Source: an optimization exercise on an open RTL-to-GDS flow (aim: small area). Production flows keep margins and buffers that such runs may drop. In this exercise RTL edits were held to simulation tests only and were not proved equivalent to the original. Power is estimated from default activity; no workload was simulated. No driver is modelled on the clock port, so clocking that relies on it looks cheaper here than on a real chip.

## lagoon
==> flow/design.v (excerpt) <==
module peak_result_streamer
#(
  parameter int          NofRangeBins = NOF_RANGE_BINS,
  parameter logic [15:0] HeaderTag    = HEADER_TAG
) (
  input  logic               clk_i,
  input  logic               rst_i,
  input  logic               group_start_i,
  input  logic               pk_valid_i,
  input  logic [BIN_W-1:0]   pk_bin_i,
  input  logic [VALUE_W-1:0] pk_value_i,
  input  logic [ADDR_W-1:0]  pk_addr_i,
  input  logic               group_done_i,
  output logic [15:0]        y0_o,
  output logic [15:0]        y0z_o,
  output logic [15:0]        y1_o,
  output logic [15:0]        y1z_o,
  output logic               data_valid_o,
  output logic               busy_o,
  output logic               overrun_o,
  output logic [15:0]        frame_cnt_o
);
For scale: roughly 930 flip-flops, about 130 I/O pins.
==> flow/config.mk <==
export PLATFORM = sky130hd
export DESIGN_NAME = peak_result_streamer
export DESIGN_NICKNAME = peak_result_streamer
export VERILOG_FILES = /design/flow/design.v
export SDC_FILE = /design/flow/constraint.sdc
export NUM_CORES = 4
export LEC_CHECK = 0
export CAP_MARGIN = 0
export CORE_MARGIN = 2
export CORE_UTILIZATION = 40
export PLACE_DENSITY = 0.75
export SLEW_MARGIN = 0
==> flow/constraint.sdc <==
create_clock -name core_clock -period 12.0 [get_ports {clk_i}]
set_input_delay 2.4000 -clock core_clock [delete_from_list [all_inputs] [get_ports {clk_i}]]
set_output_delay 2.4000 -clock core_clock [all_outputs]
set_load 0.01 [all_outputs]
standard.sh (not shown) runs the stock make flow with config.mk's settings and CLKGATE_MAP_FILE= SYNTH_SCRIPT=/design/flow/synth_recipe.tcl, a recipe that flattens the netlist after the stock synthesis.
==> flow/flow/run.sh <==
#!/bin/bash
# Own layout flow: the standard flow (standard.sh, standard synthesis
# unchanged) with two changes to how the layout is made:
#  - every port still gets a buffer, but of the smallest buffer cell (buf_1)
#  - the clock tree is built without dummy loads, from clkbuf_16 with
#    larger sink clusters
# The make output goes to flow.log here; ORFS's own per-step logs stay
# under orfs/logs/.
set -euo pipefail
CTS_SIZE=20
CTS_DIA=60
export BUFFER_PORTS_ARGS="-buffer_cell sky130_fd_sc_hd__buf_1"
export CTS_ARGS="-sink_clustering_enable -repair_clock_nets -dont_use_dummy_load -buf_list {sky130_fd_sc_hd__clkbuf_8 sky130_fd_sc_hd__clkbuf_16} -sink_clustering_size ${CTS_SIZE} -sink_clustering_max_diameter ${CTS_DIA}"
bash standard.sh > flow.log 2>&1
diff inputs: lagoon => violet
--- a/flow/flow/run.sh
+++ b/flow/flow/run.sh
@@ -8,7 +8,7 @@
 # under orfs/logs/.
 set -euo pipefail
-CTS_SIZE=20
-CTS_DIA=60
+CTS_SIZE=32
+CTS_DIA=80
 export BUFFER_PORTS_ARGS="-buffer_cell sky130_fd_sc_hd__buf_1"
-export CTS_ARGS="-sink_clustering_enable -repair_clock_nets -dont_use_dummy_load -buf_list {sky130_fd_sc_hd__clkbuf_8 sky130_fd_sc_hd__clkbuf_16} -sink_clustering_size ${CTS_SIZE} -sink_clustering_max_diameter ${CTS_DIA}"
+export CTS_ARGS="-sink_clustering_enable -repair_clock_nets -dont_use_dummy_load -buf_list sky130_fd_sc_hd__clkbuf_16 -sink_clustering_size ${CTS_SIZE} -sink_clustering_max_diameter ${CTS_DIA}"
 bash standard.sh > flow.log 2>&1
Findings:
violet vs. lagoon: total wire length after detailed routing decreased by 450 um relative to the old numbers; sequential share of layout area increased by 0.82 points relative to the old numbers; clock period minus worst slack rose by 0.13 ns.
violet vs. lagoon: fraction of final layout cells sized beyond drive strength 1 went down by 0.74 points.
Reported max-cap violation count: violet vs lagoon — no meaningful difference
Maximum single-stage delay on the critical path, violet and lagoon: higher on violet
On leakage power summed over all cells, the higher figure sits with lagoon, not violet.
Diff lagoon -> violet: number of vias after detailed routing lost 110; number of non-clock buffers neither gained nor lost much; register-to-register slack lost 0.13 ns.
Proportion of power drawn by combinational gates in violet is 1.2 points higher than in lagoon
#### Input delta (juniper over violet)
Settings: SLEW_MARGIN changed from 0 to 10; PLACE_DENSITY removed (was 0.75); CORE_UTILIZATION changed from 40 to 65; CAP_MARGIN changed from 0 to 10.
--- a/flow/flow/run.sh
+++ b/flow/flow/run.sh
@@ -9,5 +9,5 @@
 set -euo pipefail
 CTS_SIZE=32
-CTS_DIA=80
+CTS_DIA=60
 export BUFFER_PORTS_ARGS="-buffer_cell sky130_fd_sc_hd__buf_1"
 export CTS_ARGS="-sink_clustering_enable -repair_clock_nets -dont_use_dummy_load -buf_list sky130_fd_sc_hd__clkbuf_16 -sink_clustering_size ${CTS_SIZE} -sink_clustering_max_diameter ${CTS_DIA}"
Findings:
Worst path buffer plus inverter count: juniper vs violet up 2
Measured against each other, juniper and violet differ in via count of the first global-routing pass, the higher figure coming from violet.
Lower initial detailed-routing violation count was reported by juniper, not violet.
Final instance count without filler cells on juniper is down relative to violet.
NOTE: worst-case setup margin in the final layout in juniper exceeds that of violet
Between juniper and violet, it is juniper whose met1 global-route usage is higher, by 23 points.
--- input diff juniper..pepper ---
Settings: CORE_UTILIZATION changed from 65 to 40; SLEW_MARGIN changed from 10 to 0; PLACE_DENSITY newly set to 0.75; CAP_MARGIN changed from 10 to 0.
--- a/flow/flow/run.sh
+++ b/flow/flow/run.sh
@@ -8,7 +8,7 @@
 # under orfs/logs/.
 set -euo pipefail
-CTS_SIZE=32
-CTS_DIA=60
+CTS_SIZE=19
+CTS_DIA=50
 export BUFFER_PORTS_ARGS="-buffer_cell sky130_fd_sc_hd__buf_1"
-export CTS_ARGS="-sink_clustering_enable -repair_clock_nets -dont_use_dummy_load -buf_list sky130_fd_sc_hd__clkbuf_16 -sink_clustering_size ${CTS_SIZE} -sink_clustering_max_diameter ${CTS_DIA}"
+export CTS_ARGS="-sink_clustering_enable -repair_clock_nets -dont_use_dummy_load -buf_list sky130_fd_sc_hd__clkbuf_8 -sink_clustering_size ${CTS_SIZE} -sink_clustering_max_diameter ${CTS_DIA}"
 bash standard.sh > flow.log 2>&1
- The final layouts of juniper and pepper pass the timing, DRC and antenna checks.
- Looking at fraction of area in clock buffers and inverters, pepper sits 0.68 points below juniper.
- Reported for juniper and pepper, leftover overflow at the end of global routing turned out identical to the last digit.
- Note that the total placed cells including tap cells recorded for pepper amounts to 1.14 times the value seen in juniper.
- The die of pepper is larger than the one used in juniper.
- In the tables for juniper and pepper, clock transition at the registers of the reported paths reads higher with pepper.
- pepper against juniper: worst path buffer plus inverter count went down, first-pass GRT wire length rose 4300 um.
Inputs modified between pepper and sierra:
Settings: a deleted PLACE_DENSITY that had been 0.75; a change of CAP_MARGIN from 0 to 10; a change of SLEW_MARGIN from 0 to 10.
--- a/flow/flow/run.sh
+++ b/flow/flow/run.sh
@@ -8,7 +8,7 @@
 # under orfs/logs/.
 set -euo pipefail
-CTS_SIZE=19
-CTS_DIA=50
+CTS_SIZE=32
+CTS_DIA=80
 export BUFFER_PORTS_ARGS="-buffer_cell sky130_fd_sc_hd__buf_1"
-export CTS_ARGS="-sink_clustering_enable -repair_clock_nets -dont_use_dummy_load -buf_list sky130_fd_sc_hd__clkbuf_8 -sink_clustering_size ${CTS_SIZE} -sink_clustering_max_diameter ${CTS_DIA}"
+export CTS_ARGS="-sink_clustering_enable -repair_clock_nets -dont_use_dummy_load -buf_list sky130_fd_sc_hd__clkbuf_16 -sink_clustering_size ${CTS_SIZE} -sink_clustering_max_diameter ${CTS_DIA}"
 bash standard.sh > flow.log 2>&1
--- outcome ---
sierra vs pepper, final cell count went down by 28. | total number of vias | sierra vs pepper | 628 lower |. Cell depth of the worst setup path in sierra is 2 above pepper. Comparing pepper and sierra, the higher share of the clock period used by the worst path after layout is on pepper. The initial antenna violation count in sierra was lower than what pepper gave. Diff pepper..sierra | final hold violation count | unchanged. Wire length of the first global-routing pass (lower): pepper. Clock skew, pepper and sierra, higher one = pepper. The routing usage on met2 of sierra exceeds that of pepper by 1.7 points. Compared with pepper, sierra shows layout overhead on the synthesized area higher by 0.18 points.

========
branch delta:
The RTL this note starts from:
==> flow/design.v <==
package peak_result_streamer_pkg;
  localparam int          NOF_RANGE_BINS = 16;
  localparam logic [15:0] HEADER_TAG     = 16'hA55A;
  localparam int BIN_W   = 4;
  localparam int VALUE_W = 32;
  localparam int ADDR_W  = 10;
  localparam int ENTRY_W = VALUE_W + ADDR_W;
  localparam int NOF_SLOTS = NOF_RANGE_BINS + 1;
  localparam int BEAT_COUNT = NOF_RANGE_BINS + 2;
  localparam logic [1:0] ST_IDLE    = 2'd0;
  localparam logic [1:0] ST_HEADER  = 2'd1;
  localparam logic [1:0] ST_RECORD  = 2'd2;
  localparam logic [1:0] ST_TRAILER = 2'd3;
  typedef struct packed {
    logic [VALUE_W-1:0] value;
    logic [ADDR_W-1:0]  addr;
  } peak_entry_t;
endpackage
import peak_result_streamer_pkg::*;
module peak_result_bank
#(
  parameter int Slots = NOF_SLOTS
) (
  input  logic               clk_i,
  input  logic               rst_i,
  input  logic               clr_w_i,
  input  logic               wr_en_i,
  input  logic [BIN_W-1:0]   wr_bin_i,
  input  logic [ENTRY_W-1:0] wr_entry_i,
  input  logic               swap_i,
  input  logic               rd_en_i,
  input  logic [BIN_W-1:0]   rd_bin_i,
  output logic [ENTRY_W-1:0] rd_entry_o
);
  logic [ENTRY_W-1:0] entries [Slots];
  logic [BIN_W-1:0]   tags    [Slots];
  logic [Slots-1:0]   live_w;
  logic [Slots-1:0]   live_r;
  logic [Slots-1:0]   w_hit;
  logic [Slots-1:0]   r_hit;
  logic [Slots-1:0]   free;
  logic [Slots-1:0]   first_free;
  logic [Slots-1:0]   slot_we;
  logic [Slots-1:0]   live_w_nxt;
  logic               any_w_hit;
  always_comb begin
    for (int s = 0; s < Slots; s++) begin
      w_hit[s] = live_w[s] & (tags[s] == wr_bin_i);
      r_hit[s] = rd_en_i & live_r[s] & (tags[s] == rd_bin_i);
      free[s]  = ~live_w[s] & (~live_r[s] | r_hit[s]);
    end
  end
  assign any_w_hit = |w_hit;
  always_comb begin
    logic seen;
    seen = 1'b0;
    for (int s = 0; s < Slots; s++) begin
      first_free[s] = free[s] & ~seen;
      seen          = seen | free[s];
    end
  end
  assign slot_we    = {Slots{wr_en_i}} & (any_w_hit ? w_hit : first_free);
  assign live_w_nxt = (clr_w_i ? '0 : live_w) | slot_we;
  always_ff @(posedge clk_i) begin
    for (int s = 0; s < Slots; s++) begin
      if (slot_we[s]) begin
        entries[s] <= wr_entry_i;
        tags[s]    <= wr_bin_i;
      end
    end
  end
  always_ff @(posedge clk_i or posedge rst_i) begin
    if (rst_i) begin
      live_w <= '0;
      live_r <= '0;
    end else if (swap_i) begin
      live_w <= '0;
      live_r <= live_w_nxt;
    end else begin
      live_w <= live_w_nxt;
      live_r <= live_r & ~r_hit;
    end
  end
  always_comb begin
    rd_entry_o = '0;
    for (int s = 0; s < Slots; s++) begin
      rd_entry_o = rd_entry_o | (r_hit[s] ? entries[s] : '0);
    end
  end
endmodule
import peak_result_streamer_pkg::*;
module peak_result_streamer
#(
  parameter int          NofRangeBins = NOF_RANGE_BINS,
  parameter logic [15:0] HeaderTag    = HEADER_TAG
) (
  input  logic               clk_i,
  input  logic               rst_i,
  input  logic               group_start_i,
  input  logic               pk_valid_i,
  input  logic [BIN_W-1:0]   pk_bin_i,
  input  logic [VALUE_W-1:0] pk_value_i,
  input  logic [ADDR_W-1:0]  pk_addr_i,
  input  logic               group_done_i,
  output logic [15:0]        y0_o,
  output logic [15:0]        y0z_o,
  output logic [15:0]        y1_o,
  output logic [15:0]        y1z_o,
  output logic               data_valid_o,
  output logic               busy_o,
  output logic               overrun_o,
  output logic [15:0]        frame_cnt_o
);
  localparam logic [15:0] Y1zSum = 16'(NofRangeBins + NofRangeBins * (NofRangeBins - 1) / 2);
  logic                    run;
  logic [4:0]              cnt;
  logic                    accept;
  logic                    drop;
  logic                    wr_en;
  logic                    clr_w;
  logic                    hdr_nxt;
  logic                    rec_nxt;
  logic                    trl_nxt;
  logic [ENTRY_W-1:0]      wr_entry;
  logic [NofRangeBins-1:0] mask_w;
  logic [NofRangeBins-1:0] mask_w_nxt;
  logic [NofRangeBins-1:0] mask_r;
  peak_result_streamer_pkg::peak_entry_t rd_entry;
  logic [15:0]             checksum;
  logic [15:0]             chk_nxt;
  logic [15:0]             y0_nxt;
  logic [15:0]             y0z_nxt;
  logic [15:0]             y1_nxt;
  logic [15:0]             y1z_nxt;
  logic [4:0]              empty_bins;
  function automatic logic [4:0] popcount16(input logic [15:0] v);
    logic [4:0] n;
    n = '0;
    for (int i = 0; i < 16; i++) begin
      n = n + {4'd0, v[i]};
    end
    popcount16 = n;
  endfunction
  assign busy_o       = run;
  assign data_valid_o = run & (cnt != 5'd31);
  assign hdr_nxt      = run & (cnt == 5'd31);
  assign rec_nxt      = run & ~cnt[4];
  assign trl_nxt      = run & (cnt == 5'd16);
  assign accept = group_done_i & ~run;
  assign drop   = group_done_i & run;
  assign wr_en  = pk_valid_i & ~drop;
  assign clr_w  = group_start_i | drop;
  assign wr_entry = {pk_value_i, pk_addr_i};
  always_comb begin
    mask_w_nxt = clr_w ? '0 : mask_w;
    if (wr_en) begin
      mask_w_nxt[pk_bin_i] = 1'b1;
    end
  end
  always_ff @(posedge clk_i or posedge rst_i) begin
    if (rst_i) begin
      mask_w <= '0;
    end else begin
      mask_w <= accept ? '0 : mask_w_nxt;
    end
  end
  always_ff @(posedge clk_i) begin
    if (accept) begin
      mask_r <= mask_w_nxt;
    end
  end
  peak_result_bank #(.Slots(NOF_SLOTS)) u_pool (
    .clk_i      (clk_i),
    .rst_i      (rst_i),
    .clr_w_i    (clr_w),
    .wr_en_i    (wr_en),
    .wr_bin_i   (pk_bin_i),
    .wr_entry_i (wr_entry),
    .swap_i     (accept),
    .rd_en_i    (rec_nxt),
    .rd_bin_i   (cnt[3:0]),
    .rd_entry_o (rd_entry)
  );
  assign empty_bins = 5'(NofRangeBins) - popcount16(mask_r);
  assign y0_nxt  = rd_entry.value[15:0]
                 | (hdr_nxt ? HeaderTag : '0)
                 | (trl_nxt ? checksum : '0);
  assign y0z_nxt = rd_entry.value[31:16]
                 | (hdr_nxt ? frame_cnt_o : '0)
                 | (trl_nxt ? ~HeaderTag : '0);
  assign y1_nxt  = 16'(rd_entry.addr)
                 | (hdr_nxt ? 16'(mask_r) : '0)
                 | (trl_nxt ? 16'(empty_bins) : '0);
  assign y1z_nxt = rec_nxt ? 16'(cnt[3:0])
                 : (hdr_nxt ? 16'(NofRangeBins) : '0);
  assign chk_nxt = (hdr_nxt ? Y1zSum : checksum) + y0_nxt + y0z_nxt + y1_nxt;
  always_ff @(posedge clk_i) begin
    checksum <= chk_nxt;
    cnt      <= accept ? 5'd31 : cnt + 5'd1;
  end
  always_ff @(posedge clk_i or posedge rst_i) begin
    if (rst_i) begin
      run          <= 1'b0;
      y0_o         <= '0;
      y0z_o        <= '0;
      y1_o         <= '0;
      y1z_o        <= '0;
      overrun_o    <= 1'b0;
      frame_cnt_o  <= '0;
    end else begin
      if (accept) begin
        run <= 1'b1;
      end else if (cnt == 5'd17) begin
        run <= 1'b0;
      end
      if (drop) begin
        overrun_o <= 1'b1;
      end
      if (trl_nxt) begin
        frame_cnt_o <= frame_cnt_o + 16'd1;
      end
      y0_o  <= y0_nxt;
      y0z_o <= y0z_nxt;
      y1_o  <= y1_nxt;
      y1z_o <= y1z_nxt;
    end
  end
endmodule
export LEC_CHECK = 0
export CAP_MARGIN = 20
export CORE_MARGIN = 2
export CORE_UTILIZATION = 40
export CTS_BUF_LIST = sky130_fd_sc_hd__clkbuf_8
export CTS_CLUSTER_DIAMETER = 50
export CTS_CLUSTER_SIZE = 18
export SLEW_MARGIN = 20
create_clock -name core_clock -period 12.0 [get_ports {clk_i}]
run.sh (not shown) runs the stock make flow with config.mk's settings and CLKGATE_MAP_FILE= SYNTH_SCRIPT=/design/flow/synth_recipe.tcl, a recipe that flattens the netlist after the stock synthesis.
Stock flow here: none of the scripts above is used.
branch delta closes out successfully: all stages finished, all timing, DRC and antenna checks passed.
Input changes introduced in branch amber (baseline for comparison: branch delta):
Settings: CTS_BUF_LIST no longer set, was sky130_fd_sc_hd__clkbuf_8; CTS_CLUSTER_DIAMETER no longer set, was 50; CTS_CLUSTER_SIZE no longer set, was 18.
==> flow/flow/run.sh (new file) <==
#!/bin/bash
# Own layout flow: the standard flow (standard.sh, standard synthesis
# unchanged) with two changes to how the layout is made:
#  - every port still gets a buffer, but of the smallest buffer cell (buf_1)
#  - the clock tree is built without dummy loads, from clkbuf_16 with
#    larger sink clusters
# The make output goes to flow.log here; ORFS's own per-step logs stay
# under orfs/logs/.
set -euo pipefail
export BUFFER_PORTS_ARGS="-buffer_cell sky130_fd_sc_hd__buf_1"
export CTS_ARGS="-sink_clustering_enable -repair_clock_nets -dont_use_dummy_load -buf_list sky130_fd_sc_hd__clkbuf_16 -sink_clustering_size 24 -sink_clustering_max_diameter 60"
bash standard.sh > flow.log 2>&1
==> flow/standard.sh (new file) <==
#!/bin/bash
# synth_recipe.tcl (not shown) runs the flow's synth.tcl, then flattens the netlist and writes it again
# the make line also repeats each setting of config.mk as NAME=value (left out here)
make -C /OpenROAD-flow-scripts/flow DESIGN_CONFIG=/design/flow/config.mk WORK_HOME=/design/flow/orfs CLKGATE_MAP_FILE= SYNTH_SCRIPT=/design/flow/synth_recipe.tcl "${@:-finish}"
removed: flow/run.sh
### Flow results
The sequential power on branch delta is in line with that on branch amber. Result: PASS for each of branch delta and branch amber. Per the comparison of branch amber with branch delta, combinational cell fraction of total power went down by 0.2 points, sequential cell count now sits at about the same level, post-synthesis mux area share flat. Re worst slew margin relative to its limit: branch amber is 0.48 points up on branch delta. | post-placement cell count | branch delta vs branch amber | ≈ equal |. The largest voltage drop on the vdd net in branch amber was higher than what branch delta gave. Fraction of area in multi-input gates: branch delta and branch amber compared, lower one is branch delta. Looking at branch delta and branch amber, the total global-route track usage is a wash. branch amber: wire length is about 0.35% lower than what branch delta reported.

-- re-timing with driven ports --
The flow's constraints put no driver on any port. The routed layouts listed below were extracted and timed again, unchanged, in two steps. Step 1, drivers: a clkbuf_16 drives clk_i and a buf_2 each remaining input, both assumed. Step 2, shift: input delay + t, output delay - t, t = (earliest + latest rising clock arrival at the registers) / 2. This alone moves slack from input paths to output paths. Three values: ideal, step 1, step 2; two values: the first two.
| run | t (ns) | slack for setup (ns) | clock arrival spread, ns | slew at the worst register clock pin (ns) | worst data-port slew with drivers (ns) |
|---|---|---|---|---|---|
| lagoon | 0.677 | 4.485 / 4.485 / 4.485 | 0.119 / 0.119 | 0.09 / 0.09 | 0.17 |
| violet | 0.651 | 4.353 / 4.353 / 4.353 | 0.075 / 0.075 | 0.12 / 0.12 | 0.17 |
| juniper | 0.673 | 4.592 / 4.592 / 4.592 | 0.086 / 0.087 | 0.11 / 0.11 | 0.14 |
| pepper | 0.729 | 4.487 / 4.487 / 4.487 | 0.155 / 0.154 | 0.12 / 0.12 | 0.16 |
| sierra | 0.643 | 4.620 / 4.620 / 4.620 | 0.088 / 0.087 | 0.12 / 0.12 | 0.14 |
| branch delta | 0.782 | 3.848 / 3.848 / 3.848 | 0.061 / 0.061 | 0.11 / 0.11 | 0.14 |
| branch amber | 0.675 | 3.783 / 3.783 / 3.783 | 0.078 / 0.079 | 0.09 / 0.09 | 0.16 |
After both steps setup and hold are still met in every run listed.
